This is an optimization exercise on Yosys and OpenROAD, whose aim is small area, a short achievable clock period and few clock cycles per item, not a production implementation. Function was checked by simulation only, so behaviour that the tests miss may differ from the original. Power figures rest on the tool's default switching activity, not on a simulated workload.

`flow/design.v`:
```
`timescale 1ns/1ps
`default_nettype none
package wl_data_pkg;
    typedef logic [8-1:0] weight_t;
    typedef logic [4*8-1:0] weight_vec_t;
    typedef union packed {
        weight_vec_t                  by_ch;     
        weight_t [4-1:0]     by_col;    
    } rom_word_u;
    typedef logic [4*4*4*8-1:0] kernel_t;
endpackage
`default_nettype wire
`timescale 1ns/1ps
`default_nettype none
package wl_ctrl_pkg;
    typedef logic [14-1:0]   rom_addr_t;    
    typedef logic [7-1:0]  group_t;       
    typedef logic [6-1:0] out_ch_t;      
    typedef logic [$clog2(4)-1:0]            row_t;   
    typedef logic [$clog2(4*4)-1:0] pos_t;   
    typedef enum logic [1:0] {
        SEQ_IDLE,
        SEQ_RUN,
        SEQ_DONE
    } seq_state_t;
    typedef enum logic [2:0] {
        L_IDLE,
        L_SKEW,      
        L_BURST,     
        L_GAP,       
        L_DONE
    } lane_state_t;
endpackage
`default_nettype wire
`timescale 1ns/1ps
`default_nettype none
module kernel_fetcher (
    input  logic                   clk,
    input  logic                   reset,
    input  logic                   stall,
    input  logic                   single_ch,                 
    input  wl_ctrl_pkg::out_ch_t   out_ch,
    input  wl_ctrl_pkg::group_t    ch_groups,
    input  wl_ctrl_pkg::rom_addr_t base_addr,
    input  wl_data_pkg::weight_vec_t [4-1:0] rom_data,  
    output logic                   rom_rd_en,
    output wl_ctrl_pkg::rom_addr_t rom_addr,
    input  logic                   fetch_req,
    input  wl_ctrl_pkg::group_t    group,
    output logic                   tile_ready,                
    output wl_data_pkg::kernel_t   kernel                     
);
    logic      busy;             
    wl_ctrl_pkg::row_t      rd_row;           
    wl_ctrl_pkg::row_t      wr_row;           
    logic      rd_valid;         
    logic      rd_last;
    logic      wr_last;
    logic      tile_ready_q;
    wl_ctrl_pkg::rom_addr_t filt_base;        
    wl_data_pkg::kernel_t   sc_kernel;        
    assign filt_base = base_addr
                     + wl_ctrl_pkg::rom_addr_t'(out_ch) * wl_ctrl_pkg::rom_addr_t'(ch_groups) * wl_ctrl_pkg::rom_addr_t'(4);
    assign rom_addr = filt_base
                    + wl_ctrl_pkg::rom_addr_t'(group) * wl_ctrl_pkg::rom_addr_t'(4)
                    + wl_ctrl_pkg::rom_addr_t'(rd_row);
    assign rom_rd_en = busy && !stall;       
    assign rd_last   = single_ch || (rd_row == wl_ctrl_pkg::row_t'(4 - 1));
    assign wr_last   = rd_valid && (single_ch || (wr_row == wl_ctrl_pkg::row_t'(4 - 1)));
    always_ff @(posedge clk) begin
        if (reset) begin
            busy   <= 1'b0;
            rd_row <= '0;
        end else if (!stall) begin
            if (fetch_req) begin
                busy   <= 1'b1;              
                rd_row <= '0;
            end else if (rom_rd_en) begin
                rd_row <= rd_row + wl_ctrl_pkg::row_t'(1);
                if (rd_last) begin
                    busy <= 1'b0;
                end
            end
        end
    end
    always_ff @(posedge clk) begin
        if (reset) begin
            rd_valid     <= 1'b0;
            wr_row       <= '0;
            tile_ready_q <= 1'b0;
        end else begin
            rd_valid <= rom_rd_en;           
            if (fetch_req && !stall) begin
                wr_row <= '0;
            end else if (rd_valid) begin
                wr_row <= wr_row + wl_ctrl_pkg::row_t'(1);
            end
            if (wr_last) begin
                tile_ready_q <= 1'b1;        
            end else if (!stall) begin
                tile_ready_q <= 1'b0;        
            end
        end
    end
    assign tile_ready = tile_ready_q;
    always_comb begin
        sc_kernel = '0;
        for (int r = 0; r < 4; r++) begin
            for (int q = 0; q < 4; q++) begin
                sc_kernel[(r * 4 + q) * 32 +: 8] = rom_data[r][8 * q +: 8];
            end
        end
    end
    always_ff @(posedge clk) begin
        if (rd_valid) begin
            if (single_ch) begin
                kernel <= sc_kernel;    
            end else begin
                for (int k = 0; k < 4; k++) begin
                    kernel[(int'(wr_row) * 4 + k) * 32 +: 32] <= rom_data[k];
                end
            end
        end
    end
endmodule
`default_nettype wire
`timescale 1ns/1ps
`default_nettype none
module column_lane #(
    parameter int LANE_SKEW = 0                  
) (
    input  logic                     clk,
    input  logic                     reset,
    input  logic                     stall,
    input  logic                     fetch_req,
    input  logic                     tile_ready,
    input  wl_data_pkg::kernel_t     kernel,
    output wl_data_pkg::weight_vec_t weights,    
    output logic                     lane_done
);
    localparam int SKEW_BITS = (LANE_SKEW > 0) ? $clog2(LANE_SKEW + 1) : 1;
    wl_ctrl_pkg::lane_state_t          state;
    logic [SKEW_BITS-1:0] skew_cnt;      
    logic [2:0]           phase_cnt;     
    wl_ctrl_pkg::pos_t                 pos;           
    always_ff @(posedge clk) begin
        if (reset) begin
            state     <= wl_ctrl_pkg::L_IDLE;
            skew_cnt  <= '0;
            phase_cnt <= '0;
            pos       <= '0;
        end else if (!stall) begin
            case (state)
                wl_ctrl_pkg::L_IDLE: begin
                    if (tile_ready) begin
                        state    <= wl_ctrl_pkg::L_SKEW;
                        skew_cnt <= '0;
                    end
                end
                wl_ctrl_pkg::L_SKEW: begin
                    if (skew_cnt == SKEW_BITS'(LANE_SKEW)) begin
                        state     <= wl_ctrl_pkg::L_BURST;
                        phase_cnt <= '0;
                        pos       <= '0;
                    end else begin
                        skew_cnt <= skew_cnt + 1'b1;
                    end
                end
                wl_ctrl_pkg::L_BURST: begin
                    pos <= pos + wl_ctrl_pkg::pos_t'(1);      
                    if (phase_cnt == 3'(4 - 1)) begin
                        state     <= wl_ctrl_pkg::L_GAP;
                        phase_cnt <= '0;
                    end else begin
                        phase_cnt <= phase_cnt + 3'd1;
                    end
                end
                wl_ctrl_pkg::L_GAP: begin
                    if (phase_cnt == 3'(3 - 1)) begin
                        phase_cnt <= '0;
                        state <= (pos == '0) ? wl_ctrl_pkg::L_DONE : wl_ctrl_pkg::L_BURST;
                    end else begin
                        phase_cnt <= phase_cnt + 3'd1;
                    end
                end
                wl_ctrl_pkg::L_DONE: begin
                    if (fetch_req) begin
                        state <= wl_ctrl_pkg::L_IDLE;         
                    end
                end
                default: state <= wl_ctrl_pkg::L_IDLE;
            endcase
        end
    end
    assign weights   = (state == wl_ctrl_pkg::L_BURST) ? kernel[int'(pos) * 32 +: 32] : '0;
    assign lane_done = (state == wl_ctrl_pkg::L_DONE);    
endmodule
`default_nettype wire
`timescale 1ns/1ps
`default_nettype none
module group_sequencer (
    input  logic                  clk,
    input  logic                  reset,
    input  logic                  stall,
    input  logic                  start,
    input  wl_ctrl_pkg::group_t   ch_groups,      
    input  logic [4-1:0] lane_done,      
    output logic                  fetch_req,      
    output wl_ctrl_pkg::group_t   group,          
    output logic                  idle,
    output logic                  done
);
    wl_ctrl_pkg::seq_state_t state;
    wl_ctrl_pkg::group_t     group_q;         
    logic       fetch_q;         
    logic       last_group;
    logic       all_done;
    assign last_group = (group_q == ch_groups - wl_ctrl_pkg::group_t'(1));
    assign all_done = (&lane_done) && !fetch_q;
    always_ff @(posedge clk) begin
        if (reset) begin
            state   <= wl_ctrl_pkg::SEQ_IDLE;
            group_q <= '0;
            fetch_q <= 1'b0;
        end else if (!stall) begin
            fetch_q <= 1'b0;                     
            case (state)
                wl_ctrl_pkg::SEQ_IDLE, wl_ctrl_pkg::SEQ_DONE: begin
                    if (start) begin
                        state   <= wl_ctrl_pkg::SEQ_RUN;
                        group_q <= '0;
                        fetch_q <= 1'b1;         
                    end
                end
                wl_ctrl_pkg::SEQ_RUN: begin
                    if (all_done) begin
                        if (last_group) begin
                            state <= wl_ctrl_pkg::SEQ_DONE;
                        end else begin
                            group_q <= group_q + wl_ctrl_pkg::group_t'(1);
                            fetch_q <= 1'b1;     
                        end
                    end
                end
                default: state <= wl_ctrl_pkg::SEQ_IDLE;
            endcase
        end
    end
    assign fetch_req = fetch_q;
    assign group     = group_q;
    assign idle = (state != wl_ctrl_pkg::SEQ_RUN);
    assign done = (state == wl_ctrl_pkg::SEQ_DONE);
endmodule
`default_nettype wire
`timescale 1ns/1ps
`default_nettype none
module weight_loader (
    input  logic                     clk,
    input  logic                     reset,
    input  logic                     start,
    input  logic                     stall,          
    input  logic                     single_ch,      
    input  logic [6:0]               ch_groups,
    input  logic [5:0]               out_ch,
    input  logic [13:0]              base_addr,
    input  logic [31:0]              rom_data_0,
    input  logic [31:0]              rom_data_1,
    input  logic [31:0]              rom_data_2,
    input  logic [31:0]              rom_data_3,
    output logic                     rom_rd_en,
    output logic [13:0]              rom_addr,
    output logic [127:0]             col_weights,    
    output logic                     idle,
    output logic                     done
);
    wl_data_pkg::weight_vec_t [4-1:0] rom_words;         
    logic [4-1:0] lane_done;
    wl_data_pkg::weight_vec_t [4-1:0] lane_weights;
    logic                  fetch_req;                
    wl_ctrl_pkg::group_t                group;                    
    logic                  tile_ready;               
    wl_data_pkg::kernel_t               kernel;                   
    assign rom_words[0] = rom_data_0;
    assign rom_words[1] = rom_data_1;
    assign rom_words[2] = rom_data_2;
    assign rom_words[3] = rom_data_3;
    kernel_fetcher i_kernel_fetcher (
        .clk        (clk),
        .reset      (reset),
        .stall      (stall),
        .single_ch  (single_ch),
        .out_ch     (out_ch),
        .ch_groups  (ch_groups),
        .base_addr  (base_addr),
        .rom_data   (rom_words),
        .rom_rd_en  (rom_rd_en),
        .rom_addr   (rom_addr),
        .fetch_req  (fetch_req),
        .group      (group),
        .tile_ready (tile_ready),
        .kernel     (kernel)
    );
    for (genvar i = 0; i < 4; i++) begin : g_lane
        column_lane #(
            .LANE_SKEW (i)
        ) i_column_lane (
            .clk        (clk),
            .reset      (reset),
            .stall      (stall),
            .fetch_req  (fetch_req),
            .tile_ready (tile_ready),
            .kernel     (kernel),
            .weights    (lane_weights[i]),
            .lane_done  (lane_done[i])
        );
        assign col_weights[32*i +: 32] = lane_weights[i];
    end
    group_sequencer i_group_sequencer (
        .clk        (clk),
        .reset      (reset),
        .stall      (stall),
        .start      (start),
        .ch_groups  (ch_groups),
        .lane_done  (lane_done),
        .fetch_req  (fetch_req),
        .group      (group),
        .idle       (idle),
        .done       (done)
    );
endmodule
`default_nettype wire
```
`flow/constraint.sdc`:
```
create_clock -name core_clock -period 8.0 [get_ports {clk}]
set_input_delay 1.6000 -clock core_clock [delete_from_list [all_inputs] [get_ports {clk}]]
set_output_delay 1.6000 -clock core_clock [all_outputs]
set_load 0.01 [all_outputs]
```
`flow/run.sh`:
```
#!/bin/bash
# synth_recipe.tcl (not shown) runs the flow's synth.tcl, then flattens the netlist and writes it again
# the make line also repeats each setting of config.mk as NAME=value (left out here)
make -C /OpenROAD-flow-scripts/flow DESIGN_CONFIG=/design/flow/config.mk WORK_HOME=/design/flow/orfs CLKGATE_MAP_FILE= SYNTH_SCRIPT=/design/flow/synth_recipe.tcl finish
```
`flow/config.mk`:
```
export PLATFORM = sky130hd
export DESIGN_NAME = weight_loader
export DESIGN_NICKNAME = weight_loader
export VERILOG_FILES = /design/flow/design.v
export SDC_FILE = /design/flow/constraint.sdc
export NUM_CORES = 4
export LEC_CHECK = 0
export CAP_MARGIN = 20
export CORE_MARGIN = 2
export CORE_UTILIZATION = 40
export PLACE_DENSITY = 0.6
export SLEW_MARGIN = 20
```
==> results.txt <==
-- timing repair --
item / 4_1_cts / 5_1_grt
setup buffers: 2 / 0
resized for setup: 29 / 32
hold buffers: 0 / 0
cloned: 0 / 0
pin swaps: 3 / 9
endpoints found under the setup margin: 7 / 7
-- Yosys cell counts (all sizes together), types with 3 or more instances --
cell,n
a211o,4
a21o,5
a21oi,328
a221o,24
a222oi,32
a22o,176
a22oi,5
a31oi,4
a32oi,5
and2,70
buf,82
clkbuf,266
dfxtp,62
edfxtp,512
fa,28
ha,75
inv,124
mux2,4
mux2i,14
mux4,640
nand2,106
nand2b,8
nand3,10
nand4,8
nor2,307
nor2b,386
nor3,22
nor3b,30
o2111ai,3
o211ai,3
o21ai,92
o21bai,4
o22ai,3
or2,3
or3,12
or4,4
xnor2,29
xor2,14
-- worst max path at each step --
stage                         to
finish              rom_addr[13]
global route        rom_addr[13]
CTS                 rom_addr[10]
detailed placement  rom_addr[10]
global placement    rom_addr[13]
floorplan           rom_addr[13]
-- registers in the layout, summed over array words and instances (netlist names) --
name and cells:
g_lane.i_column_lane.pos 16, i_kernel_fetcher.busy 1, i_kernel_fetcher.kernel 512, i_kernel_fetcher.tile_ready_q 1, i_group_sequencer.state 2, i_kernel_fetcher.rd_valid 1, g_lane.i_column_lane.skew_cnt 5, i_group_sequencer.group_q 7
i_kernel_fetcher.rd_row 2, i_kernel_fetcher.wr_row 2, g_lane.i_column_lane.phase_cnt 12, g_lane.i_column_lane.state 12, i_group_sequencer.fetch_q 1
-- per-layer routing --
metal / vias up / wire [um] / share of wire [%] / global-route usage, %
li1: 14228 / - / - / -
met1: 17745 / 62140 / 38 / 38.97
met2: 2389 / 74690 / 45 / 42.82
met3: 397 / 18880 / 11 / 5.930
met4: 10 / 8854 / 5.4 / 13.58
met5: - / 66 / 0.040 / 0
-- where the power goes --
group          internal (W)  switching, W  total, W
logic              0.000649      0.000667   0.00132
clock network       0.00203       0.00139   0.00342
registers           0.00328     0.0000254   0.00330
total               0.00596       0.00208   0.00804
-- through the flow --
stage	worst slack [ps]	util, %
after global routing	-1.695	46.68
after detailed placement	-494.6	44.44
after floorplan	639.3	-
after CTS	-1.414	46.60
after global placement	-499.7	44.44
final	267.8	46.70
-- worst max-delay path, cell delays in order --
cell,delay [ps]
dlygate4sd2_1,350
and2_1,200
fa_1,430
fa_1,490
inv_1,50
fa_1,470
inv_1,70
ha_4,270
inv_1,60
xnor2_2,140
fa_1,500
inv_1,40
ha_1,180
or3_4,390
o211ai_1,210
buf_4,150
nand2_1,40
a31oi_1,190
xnor2_1,130
buf_2,150
-- cells by family after synthesis --
logic type | after synthesis | share of synthesized area [%]
buf+inv | 472 | 4.170
flops | 574 | 37.17
fa+ha+maj | 103 | 3.353
mux | 658 | 32.65
xor+xnor | 43 | 0.8424
simple gates | 981 | 11.52
compound gates | 700 | 10.29
-- layout make-up --
cell class	instances	area (um2)	area share [%]
Inverter	124	465.4	0.8994
Timing Repair Buffer	406	3914	7.562
Clock inverter	40	446.7	0.8631
Tap cell	1488	1862	3.597
Antenna cell	9	22.52	0.04352
Sequential cell	574	16670	32.21
Multi-Input combinational cell	2485	26440	51.09
Clock buffer	90	1933	3.735
==> results.json <==
{
  "synthDistinctLibCells": 67,
  "grt_max_degree": 164,
  "num_vias": 34769,
  "cts_tree": "yes",
  "relSlewSlack_pct": 21.36,
  "die-width_um": 338.3,
  "drive_above_1_share_pct": 24.79,
  "final_common_cell": "mux4_2",
  "synthCells": 3531,
  "worstPathMaxFanout": 7,
  "status": "finished clean",
  "cts-root-buf": "clkbuf_16",
  "drt-pass1-iter-count": 8,
  "dieArea_mm2": 0.1145,
  "hold_viol_final": 0,
  "mostFrequentLayoutCells": "640 x mux4_2, 512 x edfxtp_1, 385 x nor2b_1, 324 x a21oi_1, 303 x nor2_1",
  "seq_area_frac_synth_pct": 37.17,
  "clock_latency_ps": 650,
  "hold-path-endpoint": "g_lane[3].i_column_lane.skew_cnt[1]",
  "final_cell_count_no_fill": 5216,
  "cts.sinks": 574,
  "synth_fp_nets": 3794,
  "worstPathArrival_ps": 6130,
  "dpl_cell_area_mm2": 0.04925,
  "finalInstanceArea_mm2": 0.05175,
  "yosysWarnings": 6,
  "clk_pin_slew_ps": 60,
  "power.density_mw_per_mm2": 155.3,
  "placement_rows": 122,
  "route.detailed.drc": 0,
  "peakVddDrop_v": 0.0001257,
  "clk_path_buf_depth": 3,
  "maxSlewViolCount": 0,
  "gp_congestion": 0.8699,
  "start_util_pct": 40.34,
  "worstMarginPinSlew_ps": 1180,
  "num-fill-cells": 9921,
  "fmax_mhz": 129.3,
  "reg2reg_depth": 6,
  "io_pins": 305,
  "track_usage_pct": 28.31,
  "finalSetupTns_ps": 0,
  "dieHeight_um": 338.3,
  "critical_path_required_ps": 6400,
  "synth.top_cell.area_share_pct": 34.39,
  "syn2layout_area_growth_pct": 15.76,
  "synthArstFlopShare_pct": 0,
  "synth_area_leader_cell": "edfxtp_1",
  "hold_ws_ps": 484.0,
  "dr.first_iter.drc_count": 4868,
  "wire_per_inst_um": 31.56,
  "r2r-start": "i_kernel_fetcher.wr_row[0]",
  "setup-violations-final": 0,
  "power_w": 0.008037,
  "synth_area_per_cell_um2": 12.66,
  "startpoint_type": "primary input",
  "port_buffers": 304,
  "cts_made_buffers": 71,
  "crit_start": "out_ch[4]",
  "gr-total-overflow": 0,
  "min_from": "g_lane[3].i_column_lane.skew_cnt[1]",
  "r2r_end": "i_kernel_fetcher.kernel[3]",
  "r2r_setup_slack_ps": 4260,
  "core-area_mm2": 0.1108,
  "grt_pass1_wl_um": 241200,
  "hold_class": "reg2reg",
  "cts_max_level": 3,
  "period_share_pct": 96.65,
  "vias_per_cell": 6.666,
  "routed_wl_um": 164600,
  "synth_edf_count": 512,
  "post-dp-hpwl_um": 102400,
  "ant_nets": 0,
  "syn_area_mm2": 0.04471,
  "critPathCaptureType": "output port",
  "leakagePower_nw": 16.50,
  "min_delay_path_depth": 2,
  "antenna_found_initial": 13,
  "ys_ff_latch": 574,
  "yosys-top-cells-area": "edfxtp_1 34%, mux4_2 32%, nor2b_1 5.4%",
  "fin_skew_ps": 24.84,
  "final_nets": 3925,
  "fin_crit_ps": 7732,
  "critical_path_class": "in2out",
  "grt_pass1_vias": 33243,
  "max-cap-violations": 0,
  "ys.flop_type": "edfxtp_1",
  "dp.cells": 5075
}
Testbench counts, summed over its fixed seeds: cycles 20,014, groups 499.

==> what the ideal ports hide <==
The results above use ideal ports. As a check the final layout listed here was re-extracted and re-timed, cells and wires unchanged.
Step 1 assumes that a clkbuf_16 drives the clock port and a buf_2 every other input.
Step 2 moves the port delays by t, midway between the first and last clock arrival at a register: inputs arrive t later, outputs are due t later. That takes back most of the time a late clock gives input paths.
Slacks: ideal ports / drivers / drivers and shift; pairs: ideal ports / drivers.
t (ns): 0.708
setup WS [ns]: 0.268 / 0.222 / 0.222
hold slack, ns: 0.484 / 0.484 / 0.484
slew at the worst register clock pin (ns): 0.07 / 0.07
cell pins on the clock port's net: 1
After both steps setup and hold are still met in this run. For this run, drivers alone change the setup slack by -0.046 ns; drivers and shift together by -0.046 ns.
